From an optimization exercise on the open Yosys and OpenROAD flow, aimed at small area, a short achievable clock period and few clock cycles; shortcuts taken in it are not production practice. The RTL was checked by simulation tests, not by an equivalence proof against the original design. No activity file was given, so power comes from the tool's default toggle rates.

==> run a: inputs <==
// deadline_ordered_timer_callout_queue
module deadline_ordered_timer_callout_queue (
    input  logic                          i_clk,
    input  logic                          i_rst_n,
    input  logic                          i_valid,
    output logic                          o_ready,
    input  logic [1:0]                    i_mode,
    input  logic [dotcq_pkg::ID_W-1:0]    i_entry_id,
    input  logic [dotcq_pkg::TIME_W-1:0]  i_when_time,
    input  logic [dotcq_pkg::PER_W-1:0]   i_repeat_period,
    output logic                          o_valid,
    input  logic                          i_ready,
    output logic [dotcq_pkg::ID_W-1:0]    o_fired_entry,
    output logic [dotcq_pkg::TIME_W-1:0]  o_fired_deadline,
    output logic [dotcq_pkg::TIME_W-1:0]  o_current_time,
    output logic                          o_last_of_tick,
    input  logic                          i_cfg_valid,
    output logic                          o_cfg_ready,
    input  logic [dotcq_pkg::STEP_W-1:0]  i_cfg_time_step
);
    localparam int ENTRIES = dotcq_pkg::ENTRIES;
    localparam int IDX_W   = dotcq_pkg::IDX_W;
    localparam int TIME_W  = dotcq_pkg::TIME_W;
    localparam int PER_W   = dotcq_pkg::PER_W;
    localparam int STEP_W  = dotcq_pkg::STEP_W;
    localparam logic [1:0] MODE_TICK   = dotcq_pkg::MODE_TICK;
    localparam logic [1:0] MODE_AT     = dotcq_pkg::MODE_AT;
    localparam logic [1:0] MODE_AFTER  = dotcq_pkg::MODE_AFTER;
    localparam logic [1:0] MODE_CANCEL = dotcq_pkg::MODE_CANCEL;
    logic [STEP_W-1:0]   r_step;
  ...
Settings: LEC_CHECK=0, CAP_MARGIN=20, CORE_MARGIN=2, CORE_UTILIZATION=50, PLACE_DENSITY=0.6, SETUP_SLACK_MARGIN=5, SLEW_MARGIN=20; clock period 11.0 ns.
run.sh (not shown) runs the stock make flow with config.mk's settings and CLKGATE_MAP_FILE= SYNTH_SCRIPT=/design/flow/synth_recipe.tcl, a recipe that flattens the netlist after the stock synthesis.
==> inputs of run b, as changes to run a <==
--- a/flow/design.v
+++ b/flow/design.v
@@ -144,19 +144,16 @@
     localparam logic [1:0] MODE_CANCEL = dotcq_pkg::MODE_CANCEL;
     logic [STEP_W-1:0]   r_step;
     logic [TIME_W-1:0]   r_ta;
     logic [TIME_W-1:0]   r_ftime;
     logic [ENTRIES-1:0]  r_armed;
     logic [ENTRIES-1:0]  r_pend;
+    logic [ENTRIES-1:0]  r_periodic;
     logic                r_firing;
+    logic                r_bank;
     logic                r_bef [ENTRIES][ENTRIES];
-    logic                r_a_v;
-    logic [1:0]          r_a_mode;
-    logic [IDX_W-1:0]    r_a_id;
-    logic [TIME_W-1:0]   r_a_when;
-    logic [PER_W-1:0]    r_a_per;
     logic                r_x_v;
     logic [1:0]          r_x_mode;
     logic [IDX_W-1:0]    r_x_id;
     logic [TIME_W-1:0]   r_x_x;
     logic [PER_W-1:0]    r_x_per;
     logic                r_ra_v;
@@ -172,18 +169,24 @@
     logic [TIME_W-1:0]   c_dl  [ENTRIES];
     logic [PER_W-1:0]    c_per [ENTRIES];
     logic [ENTRIES-1:0]  ge;
     logic [ENTRIES-1:0]  eq;
     logic [ENTRIES-1:0]  wr_dl;
     logic [ENTRIES-1:0]  wr_per;
-    logic                a_move;
+    logic                acc;
     logic                x_take;
-    logic [TIME_W-1:0]   add_a;
-    logic [TIME_W-1:0]   x_sum;
+    logic [TIME_W-1:0]   ta_step;
+    logic [TIME_W-1:0]   ta_when;
     logic                fire_go;
     logic                bank_rq;
+    logic                bank_nx;
+    logic                x_v_nx;
+    logic [1:0]          x_mode_nx;
+    logic                firing_nx;
+    logic                ra_v_nx;
+    logic                j1_v_nx;
     logic                do_arm;
     logic                do_tick;
     logic                do_cancel;
     logic                consume;
     logic                serve;
     logic [ENTRIES-1:0]  rq_oh;
@@ -207,38 +210,33 @@
     logic [ENTRIES-1:0]  sel;
     logic [ENTRIES-1:0]  rest;
     logic [TIME_W-1:0]   sel_dl;
     logic [PER_W-1:0]    sel_per;
     logic [IDX_W-1:0]    sel_id;
     assign o_cfg_ready = 1'b1;
-    assign o_ready = !r_a_v || a_move;
-    assign a_move  = !r_x_v || x_take;
-    always_ff @(posedge i_clk) begin
-        if (o_ready) begin
-            r_a_mode <= i_mode;
-            r_a_id   <= i_entry_id;
-            r_a_per  <= i_repeat_period;
-            r_a_when <= (i_mode == MODE_TICK) ? TIME_W'(r_step) : i_when_time;
-        end
-    end
-    assign add_a = (r_a_mode == MODE_AT) ? '0 : r_ta;
+    assign o_ready  = !r_x_v || x_take;
+    assign acc      = i_valid && o_ready;
+    assign ta_step  = r_ta + TIME_W'(r_step);
     dotcq_add u_add_x (
-        .i_a(add_a),
-        .i_b(r_a_when),
-        .o_s(x_sum)
+        .i_a(r_ta),
+        .i_b(i_when_time),
+        .o_s(ta_when)
     );
     always_ff @(posedge i_clk) begin
-        if (a_move) begin
-            r_x_mode <= r_a_mode;
-            r_x_id   <= r_a_id;
-            r_x_per  <= r_a_per;
-            r_x_x    <= x_sum;
+        if (o_ready) begin
+            r_x_mode <= i_mode;
+            r_x_id   <= i_entry_id;
+            r_x_per  <= i_repeat_period;
+            case (i_mode)
+                MODE_TICK: r_x_x <= ta_step;
+                MODE_AT:   r_x_x <= i_when_time;
+                default:   r_x_x <= ta_when;
+            endcase
         end
     end
-    assign bank_rq = r_x_v && !r_firing && r_x_mode != MODE_CANCEL &&
-                     !(r_j1_v && r_ra_v) && !(r_ra_v && r_x_mode == MODE_TICK);
+    assign bank_rq = r_bank;
     assign do_arm    = bank_rq && r_x_mode != MODE_TICK;
     assign do_tick   = bank_rq && r_x_mode == MODE_TICK;
     assign do_cancel = r_x_v && !r_firing && r_x_mode == MODE_CANCEL;
     assign consume   = bank_rq || do_cancel;
     assign x_take    = consume;
     assign serve     = r_j0_v && !bank_rq;
@@ -343,66 +341,74 @@
     assign new_job   = r_ra_v && !((do_arm || do_cancel) && r_x_id == o_fired_entry);
     assign rm0       = serve || ((do_arm || do_cancel) && r_x_id == r_j0_id);
     assign rm1       = (do_arm || do_cancel) && r_x_id == r_j1_id;
     assign keep0     = r_j0_v && !rm0;
     assign keep1     = r_j1_v && !rm1;
     assign newer_add = do_arm ? rq_oh : '0;
+    assign x_v_nx    = o_ready ? i_valid : r_x_v;
+    assign x_mode_nx = o_ready ? i_mode : r_x_mode;
+    assign firing_nx = |pend_nx;
+    assign ra_v_nx   = fire_go && |(sel & r_periodic);
+    assign j1_v_nx   = (keep0 && keep1) || ((keep0 || keep1) && new_job);
+    assign bank_nx   = x_v_nx && !firing_nx && x_mode_nx != MODE_CANCEL &&
+                       !(j1_v_nx && ra_v_nx) && !(ra_v_nx && x_mode_nx == MODE_TICK);
     always_ff @(posedge i_clk) begin
         if (!i_rst_n) begin
             r_step   <= STEP_W'(1);
             r_ta     <= '0;
             r_armed  <= '0;
             r_pend   <= '0;
             r_firing <= 1'b0;
-            r_a_v    <= 1'b0;
+            r_bank   <= 1'b0;
             r_x_v    <= 1'b0;
             r_ra_v   <= 1'b0;
             r_j0_v   <= 1'b0;
             r_j1_v   <= 1'b0;
             o_valid  <= 1'b0;
         end else begin
             if (i_cfg_valid) begin
                 r_step <= i_cfg_time_step;
             end
             if (o_ready) begin
-                r_a_v <= i_valid;
+                r_x_v <= i_valid;
             end
-            if (a_move) begin
-                r_x_v <= r_a_v;
-                if (r_a_v && r_a_mode == MODE_TICK) begin
-                    r_ta <= x_sum;
-                end
+            if (acc && i_mode == MODE_TICK) begin
+                r_ta <= ta_step;
             end
             if (o_valid && i_ready) begin
                 o_valid <= 1'b0;
             end
             r_pend   <= pend_nx;
-            r_firing <= |pend_nx;
+            r_firing <= firing_nx;
+            r_bank   <= bank_nx;
             if (do_arm) begin
                 r_armed <= r_armed | rq_oh;
             end
             if (do_cancel) begin
                 r_armed <= r_armed & ~rq_oh;
             end
-            r_ra_v <= 1'b0;
+            r_ra_v <= ra_v_nx;
             if (fire_go) begin
                 o_valid <= 1'b1;
-                if (sel_per == '0) begin
-                    r_armed <= r_armed & ~sel;
-                end else begin
-                    r_ra_v <= 1'b1;
-                end
+                r_armed <= r_armed & ~(sel & ~r_periodic);
             end
             r_j0_v <= keep0 || keep1 || new_job;
-            r_j1_v <= (keep0 && keep1) || ((keep0 || keep1) && new_job);
+            r_j1_v <= j1_v_nx;
         end
     end
     always_ff @(posedge i_clk) begin
         if (do_tick) begin
             r_ftime <= r_x_x;
         end
+        if (do_arm) begin
+            for (int i = 0; i < ENTRIES; i++) begin
+                if (rq_oh[i]) begin
+                    r_periodic[i] <= (r_x_per != '0);
+                end
+            end
+        end
         if (keep0) begin
             r_j0_newer <= r_j0_newer | newer_add;
         end else if (keep1) begin
             r_j0_id    <= r_j1_id;
             r_j0_x     <= r_j1_x;
             r_j0_newer <= r_j1_newer | newer_add;
==> flow/flow/run.sh (new file) <==
#!/bin/bash
set -euo pipefail
export SETUP_SLACK_MARGIN=6
bash standard.sh > layout.log 2>&1
==> flow/standard.sh (new file) <==
#!/bin/bash
# synth_recipe.tcl (not shown) runs the flow's synth.tcl, then flattens the netlist and writes it again
# the make line also repeats each setting of config.mk as NAME=value (left out here)
make -C /OpenROAD-flow-scripts/flow DESIGN_CONFIG=/design/flow/config.mk WORK_HOME=/design/flow/orfs CLKGATE_MAP_FILE= SYNTH_SCRIPT=/design/flow/synth_recipe.tcl "${@:-finish}"
--- a/flow/config.mk
+++ b/flow/config.mk
@@ -5,9 +5,10 @@
 export SDC_FILE = /design/flow/constraint.sdc
 export NUM_CORES = 4
 export LEC_CHECK = 0
 export CAP_MARGIN = 20
 export CORE_MARGIN = 2
 export CORE_UTILIZATION = 50
+export CTS_CLUSTER_DIAMETER = 80
+export CTS_CLUSTER_SIZE = 20
 export PLACE_DENSITY = 0.6
-export SETUP_SLACK_MARGIN = 5
 export SLEW_MARGIN = 20
removed: flow/run.sh
==> inputs of run c, as changes to run a <==
--- a/flow/design.v
+++ b/flow/design.v
@@ -144,19 +144,15 @@
     localparam logic [1:0] MODE_CANCEL = dotcq_pkg::MODE_CANCEL;
     logic [STEP_W-1:0]   r_step;
     logic [TIME_W-1:0]   r_ta;
     logic [TIME_W-1:0]   r_ftime;
     logic [ENTRIES-1:0]  r_armed;
     logic [ENTRIES-1:0]  r_pend;
+    logic [ENTRIES-1:0]  r_periodic;
     logic                r_firing;
     logic                r_bef [ENTRIES][ENTRIES];
-    logic                r_a_v;
-    logic [1:0]          r_a_mode;
-    logic [IDX_W-1:0]    r_a_id;
-    logic [TIME_W-1:0]   r_a_when;
-    logic [PER_W-1:0]    r_a_per;
     logic                r_x_v;
     logic [1:0]          r_x_mode;
     logic [IDX_W-1:0]    r_x_id;
     logic [TIME_W-1:0]   r_x_x;
     logic [PER_W-1:0]    r_x_per;
     logic                r_ra_v;
@@ -172,16 +168,16 @@
     logic [TIME_W-1:0]   c_dl  [ENTRIES];
     logic [PER_W-1:0]    c_per [ENTRIES];
     logic [ENTRIES-1:0]  ge;
     logic [ENTRIES-1:0]  eq;
     logic [ENTRIES-1:0]  wr_dl;
     logic [ENTRIES-1:0]  wr_per;
-    logic                a_move;
+    logic                acc;
     logic                x_take;
-    logic [TIME_W-1:0]   add_a;
-    logic [TIME_W-1:0]   x_sum;
+    logic [TIME_W-1:0]   ta_step;
+    logic [TIME_W-1:0]   ta_when;
     logic                fire_go;
     logic                bank_rq;
     logic                do_arm;
     logic                do_tick;
     logic                do_cancel;
     logic                consume;
@@ -207,34 +203,30 @@
     logic [ENTRIES-1:0]  sel;
     logic [ENTRIES-1:0]  rest;
     logic [TIME_W-1:0]   sel_dl;
     logic [PER_W-1:0]    sel_per;
     logic [IDX_W-1:0]    sel_id;
     assign o_cfg_ready = 1'b1;
-    assign o_ready = !r_a_v || a_move;
-    assign a_move  = !r_x_v || x_take;
-    always_ff @(posedge i_clk) begin
-        if (o_ready) begin
-            r_a_mode <= i_mode;
-            r_a_id   <= i_entry_id;
-            r_a_per  <= i_repeat_period;
-            r_a_when <= (i_mode == MODE_TICK) ? TIME_W'(r_step) : i_when_time;
-        end
-    end
-    assign add_a = (r_a_mode == MODE_AT) ? '0 : r_ta;
+    assign o_ready  = !r_x_v || x_take;
+    assign acc      = i_valid && o_ready;
+    assign ta_step  = r_ta + TIME_W'(r_step);
     dotcq_add u_add_x (
-        .i_a(add_a),
-        .i_b(r_a_when),
-        .o_s(x_sum)
+        .i_a(r_ta),
+        .i_b(i_when_time),
+        .o_s(ta_when)
     );
     always_ff @(posedge i_clk) begin
-        if (a_move) begin
-            r_x_mode <= r_a_mode;
-            r_x_id   <= r_a_id;
-            r_x_per  <= r_a_per;
-            r_x_x    <= x_sum;
+        if (o_ready) begin
+            r_x_mode <= i_mode;
+            r_x_id   <= i_entry_id;
+            r_x_per  <= i_repeat_period;
+            case (i_mode)
+                MODE_TICK: r_x_x <= ta_step;
+                MODE_AT:   r_x_x <= i_when_time;
+                default:   r_x_x <= ta_when;
+            endcase
         end
     end
     assign bank_rq = r_x_v && !r_firing && r_x_mode != MODE_CANCEL &&
                      !(r_j1_v && r_ra_v) && !(r_ra_v && r_x_mode == MODE_TICK);
     assign do_arm    = bank_rq && r_x_mode != MODE_TICK;
     assign do_tick   = bank_rq && r_x_mode == MODE_TICK;
@@ -350,30 +342,26 @@
         if (!i_rst_n) begin
             r_step   <= STEP_W'(1);
             r_ta     <= '0;
             r_armed  <= '0;
             r_pend   <= '0;
             r_firing <= 1'b0;
-            r_a_v    <= 1'b0;
             r_x_v    <= 1'b0;
             r_ra_v   <= 1'b0;
             r_j0_v   <= 1'b0;
             r_j1_v   <= 1'b0;
             o_valid  <= 1'b0;
         end else begin
             if (i_cfg_valid) begin
                 r_step <= i_cfg_time_step;
             end
             if (o_ready) begin
-                r_a_v <= i_valid;
+                r_x_v <= i_valid;
             end
-            if (a_move) begin
-                r_x_v <= r_a_v;
-                if (r_a_v && r_a_mode == MODE_TICK) begin
-                    r_ta <= x_sum;
-                end
+            if (acc && i_mode == MODE_TICK) begin
+                r_ta <= ta_step;
             end
             if (o_valid && i_ready) begin
                 o_valid <= 1'b0;
             end
             r_pend   <= pend_nx;
             r_firing <= |pend_nx;
@@ -383,26 +371,30 @@
             if (do_cancel) begin
                 r_armed <= r_armed & ~rq_oh;
             end
             r_ra_v <= 1'b0;
             if (fire_go) begin
                 o_valid <= 1'b1;
-                if (sel_per == '0) begin
-                    r_armed <= r_armed & ~sel;
-                end else begin
-                    r_ra_v <= 1'b1;
-                end
+                r_armed <= r_armed & ~(sel & ~r_periodic);
+                r_ra_v  <= |(sel & r_periodic);
             end
             r_j0_v <= keep0 || keep1 || new_job;
             r_j1_v <= (keep0 && keep1) || ((keep0 || keep1) && new_job);
         end
     end
     always_ff @(posedge i_clk) begin
         if (do_tick) begin
             r_ftime <= r_x_x;
         end
+        if (do_arm) begin
+            for (int i = 0; i < ENTRIES; i++) begin
+                if (rq_oh[i]) begin
+                    r_periodic[i] <= (r_x_per != '0);
+                end
+            end
+        end
         if (keep0) begin
             r_j0_newer <= r_j0_newer | newer_add;
         end else if (keep1) begin
             r_j0_id    <= r_j1_id;
             r_j0_x     <= r_j1_x;
             r_j0_newer <= r_j1_newer | newer_add;
--- a/flow/config.mk
+++ b/flow/config.mk
@@ -5,9 +5,11 @@
 export SDC_FILE = /design/flow/constraint.sdc
 export NUM_CORES = 4
 export LEC_CHECK = 0
 export CAP_MARGIN = 20
 export CORE_MARGIN = 2
 export CORE_UTILIZATION = 50
+export CTS_CLUSTER_DIAMETER = 80
+export CTS_CLUSTER_SIZE = 20
 export PLACE_DENSITY = 0.6
 export SETUP_SLACK_MARGIN = 5
 export SLEW_MARGIN = 20
==> inputs of run d, as changes to run a <==
--- a/flow/design.v
+++ b/flow/design.v
@@ -144,19 +144,15 @@
     localparam logic [1:0] MODE_CANCEL = dotcq_pkg::MODE_CANCEL;
     logic [STEP_W-1:0]   r_step;
     logic [TIME_W-1:0]   r_ta;
     logic [TIME_W-1:0]   r_ftime;
     logic [ENTRIES-1:0]  r_armed;
     logic [ENTRIES-1:0]  r_pend;
+    logic [ENTRIES-1:0]  r_periodic;
     logic                r_firing;
     logic                r_bef [ENTRIES][ENTRIES];
-    logic                r_a_v;
-    logic [1:0]          r_a_mode;
-    logic [IDX_W-1:0]    r_a_id;
-    logic [TIME_W-1:0]   r_a_when;
-    logic [PER_W-1:0]    r_a_per;
     logic                r_x_v;
     logic [1:0]          r_x_mode;
     logic [IDX_W-1:0]    r_x_id;
     logic [TIME_W-1:0]   r_x_x;
     logic [PER_W-1:0]    r_x_per;
     logic                r_ra_v;
@@ -172,16 +168,16 @@
     logic [TIME_W-1:0]   c_dl  [ENTRIES];
     logic [PER_W-1:0]    c_per [ENTRIES];
     logic [ENTRIES-1:0]  ge;
     logic [ENTRIES-1:0]  eq;
     logic [ENTRIES-1:0]  wr_dl;
     logic [ENTRIES-1:0]  wr_per;
-    logic                a_move;
+    logic                acc;
     logic                x_take;
-    logic [TIME_W-1:0]   add_a;
-    logic [TIME_W-1:0]   x_sum;
+    logic [TIME_W-1:0]   ta_step;
+    logic [TIME_W-1:0]   ta_when;
     logic                fire_go;
     logic                bank_rq;
     logic                do_arm;
     logic                do_tick;
     logic                do_cancel;
     logic                consume;
@@ -207,34 +203,30 @@
     logic [ENTRIES-1:0]  sel;
     logic [ENTRIES-1:0]  rest;
     logic [TIME_W-1:0]   sel_dl;
     logic [PER_W-1:0]    sel_per;
     logic [IDX_W-1:0]    sel_id;
     assign o_cfg_ready = 1'b1;
-    assign o_ready = !r_a_v || a_move;
-    assign a_move  = !r_x_v || x_take;
-    always_ff @(posedge i_clk) begin
-        if (o_ready) begin
-            r_a_mode <= i_mode;
-            r_a_id   <= i_entry_id;
-            r_a_per  <= i_repeat_period;
-            r_a_when <= (i_mode == MODE_TICK) ? TIME_W'(r_step) : i_when_time;
-        end
-    end
-    assign add_a = (r_a_mode == MODE_AT) ? '0 : r_ta;
+    assign o_ready  = !r_x_v || x_take;
+    assign acc      = i_valid && o_ready;
+    assign ta_step  = r_ta + TIME_W'(r_step);
     dotcq_add u_add_x (
-        .i_a(add_a),
-        .i_b(r_a_when),
-        .o_s(x_sum)
+        .i_a(r_ta),
+        .i_b(i_when_time),
+        .o_s(ta_when)
     );
     always_ff @(posedge i_clk) begin
-        if (a_move) begin
-            r_x_mode <= r_a_mode;
-            r_x_id   <= r_a_id;
-            r_x_per  <= r_a_per;
-            r_x_x    <= x_sum;
+        if (o_ready) begin
+            r_x_mode <= i_mode;
+            r_x_id   <= i_entry_id;
+            r_x_per  <= i_repeat_period;
+            case (i_mode)
+                MODE_TICK: r_x_x <= ta_step;
+                MODE_AT:   r_x_x <= i_when_time;
+                default:   r_x_x <= ta_when;
+            endcase
         end
     end
     assign bank_rq = r_x_v && !r_firing && r_x_mode != MODE_CANCEL &&
                      !(r_j1_v && r_ra_v) && !(r_ra_v && r_x_mode == MODE_TICK);
     assign do_arm    = bank_rq && r_x_mode != MODE_TICK;
     assign do_tick   = bank_rq && r_x_mode == MODE_TICK;
@@ -350,30 +342,26 @@
         if (!i_rst_n) begin
             r_step   <= STEP_W'(1);
             r_ta     <= '0;
             r_armed  <= '0;
             r_pend   <= '0;
             r_firing <= 1'b0;
-            r_a_v    <= 1'b0;
             r_x_v    <= 1'b0;
             r_ra_v   <= 1'b0;
             r_j0_v   <= 1'b0;
             r_j1_v   <= 1'b0;
             o_valid  <= 1'b0;
         end else begin
             if (i_cfg_valid) begin
                 r_step <= i_cfg_time_step;
             end
             if (o_ready) begin
-                r_a_v <= i_valid;
+                r_x_v <= i_valid;
             end
-            if (a_move) begin
-                r_x_v <= r_a_v;
-                if (r_a_v && r_a_mode == MODE_TICK) begin
-                    r_ta <= x_sum;
-                end
+            if (acc && i_mode == MODE_TICK) begin
+                r_ta <= ta_step;
             end
             if (o_valid && i_ready) begin
                 o_valid <= 1'b0;
             end
             r_pend   <= pend_nx;
             r_firing <= |pend_nx;
@@ -383,26 +371,30 @@
             if (do_cancel) begin
                 r_armed <= r_armed & ~rq_oh;
             end
             r_ra_v <= 1'b0;
             if (fire_go) begin
                 o_valid <= 1'b1;
-                if (sel_per == '0) begin
-                    r_armed <= r_armed & ~sel;
-                end else begin
-                    r_ra_v <= 1'b1;
-                end
+                r_armed <= r_armed & ~(sel & ~r_periodic);
+                r_ra_v  <= |(sel & r_periodic);
             end
             r_j0_v <= keep0 || keep1 || new_job;
             r_j1_v <= (keep0 && keep1) || ((keep0 || keep1) && new_job);
         end
     end
     always_ff @(posedge i_clk) begin
         if (do_tick) begin
             r_ftime <= r_x_x;
         end
+        if (do_arm) begin
+            for (int i = 0; i < ENTRIES; i++) begin
+                if (rq_oh[i]) begin
+                    r_periodic[i] <= (r_x_per != '0);
+                end
+            end
+        end
         if (keep0) begin
             r_j0_newer <= r_j0_newer | newer_add;
         end else if (keep1) begin
             r_j0_id    <= r_j1_id;
             r_j0_x     <= r_j1_x;
             r_j0_newer <= r_j1_newer | newer_add;
==> flow/flow/run.sh (new file) <==
#!/bin/bash
set -euo pipefail
export SETUP_SLACK_MARGIN=6
bash standard.sh > layout.log 2>&1
==> flow/standard.sh (new file) <==
#!/bin/bash
# synth_recipe.tcl (not shown) runs the flow's synth.tcl, then flattens the netlist and writes it again
# the make line also repeats each setting of config.mk as NAME=value (left out here)
make -C /OpenROAD-flow-scripts/flow DESIGN_CONFIG=/design/flow/config.mk WORK_HOME=/design/flow/orfs CLKGATE_MAP_FILE= SYNTH_SCRIPT=/design/flow/synth_recipe.tcl "${@:-finish}"
--- a/flow/config.mk
+++ b/flow/config.mk
@@ -5,9 +5,10 @@
 export SDC_FILE = /design/flow/constraint.sdc
 export NUM_CORES = 4
 export LEC_CHECK = 0
 export CAP_MARGIN = 20
 export CORE_MARGIN = 2
 export CORE_UTILIZATION = 50
+export CTS_CLUSTER_DIAMETER = 80
+export CTS_CLUSTER_SIZE = 20
 export PLACE_DENSITY = 0.6
-export SETUP_SLACK_MARGIN = 5
 export SLEW_MARGIN = 20
removed: flow/run.sh
==> qor summary <==
Routed vias: run a 81,987; run c 84,986; run b 93,493; run d 87,151
Post-layout min period: run a 6010 ps; run c 6177 ps; run b 5128 ps; run d 5193 ps
Setup skew after layout: run a 52.75 ps; run c 39.67 ps; run b 49.32 ps; run d 33.84 ps
Inverters, non-clock: run a 349; run c 380; run b 423; run d 379
Synthesized area divided by synthesized cell count: run a 11.66 um^2; run c 11.36 um^2; run b 10.75 um^2; run d 11.36 um^2
Cell Rows: run a 163; run c 163; run b 167; run d 163
Cells on worst reg2reg path: run a 16; run c 17; run b 15; run d 15
Normalized max-slew margin: run a 0.1482; run c 0.2135; run b 0.1439; run d 0.08928
Mean routed wirelength per cell: run a 37.70 um; run c 38.19 um; run b 38.04 um; run d 39.25 um
Multiplexer area fraction after synthesis: run a 0.01138; run c 0.01148; run b 0.01327; run d 0.01148
Final core utilization: run a 0.5746; run c 0.5582; run b 0.5636; run d 0.5877
Sequential power: run a 8.71 mW; run c 8.19 mW; run b 8.35 mW; run d 8.19 mW
Flip-flop and latch count after synthesis: run a 1,992; run c 1,921; run b 1,922; run d 1,921
Chip Height: run a 449.4 um; run c 450.0 um; run b 461.3 um; run d 450.0 um
Basic-gate share of the synthesized area counting and, or, nand and nor cells: run a 0.09287; run c 0.09235; run b 0.1113; run d 0.09235
Endpoint of the worst-slack reg-to-reg timing path: run a r_armed[3]; run c r_firing; run b r_bef[122]; run d r_firing
Switching power: run a 4.668 mW; run c 3.963 mW; run b 4.844 mW; run d 4.160 mW
Critical path required time: run a 11,800 ps; run c 11,680 ps; run b 11,620 ps; run d 11,760 ps
Routed met1 length: run a 161,700 um; run c 168,400 um; run b 182,100 um; run d 170,900 um
Final antenna diode count: run a 18; run c 20; run b 14; run d 8
Run status: run a finished clean; run c finished clean; run b finished clean; run d finished clean
Fraction of cell area in non-clock buffers: run a 0.03986; run c 0.04063; run b 0.04467; run d 0.06897
Die outline width: run a 449.4 um; run c 450.0 um; run b 461.3 um; run d 450.0 um
Slack of the worst reg-to-reg path: run a 4990 ps; run c 4820 ps; run b 5870 ps; run d 5810 ps
Testbench counts of run a, summed over its fixed seeds: cycles 17,633.
Testbench counts of run b, summed over its fixed seeds: cycles 17,625.
Testbench counts of run c, summed over its fixed seeds: cycles 17,625.
Testbench counts of run d, summed over its fixed seeds: cycles 17,625.

-- static timing again, ports no longer ideal --
In the flow no input, the clock included, has a driving cell. The finished layouts below were timed again as built, in two steps. Step 1 (the two cells are an assumption about what drives the block):
set clk [get_ports {i_clk}]
set_driving_cell -lib_cell sky130_fd_sc_hd__clkbuf_16 $clk
set_driving_cell -lib_cell sky130_fd_sc_hd__buf_2 [delete_from_list [all_inputs] $clk]
Step 2, shift: input delay + t, output delay - t, t = (earliest + latest rising clock arrival at the registers) / 2. This alone moves slack from input paths to output paths. Three values: ideal, step 1, step 2; two values: the first two.
| run | shift t [ns] | setup WS [ns] | worst setup path after step 2 | clock arrival spread, ns | pins driven straight from the clock port |
|---|---|---|---|---|---|
| run a | 0.982 | 4.990 / 4.946 / 4.990 | register to register | 0.053 / 0.054 | 1 |
| run b | 0.934 | 5.872 / 5.872 / 5.197 | input to register | 0.052 / 0.052 | 1 |
| run c | 0.909 | 4.823 / 4.823 / 4.437 | input to register | 0.041 / 0.042 | 1 |
| run d | 0.953 | 5.807 / 5.807 / 5.253 | input to register | 0.039 / 0.039 | 1 |
After both steps setup and hold are still met in every run listed. For run b, which loses most, drivers alone change the setup slack by 0.000 ns; drivers and shift together by -0.675 ns.
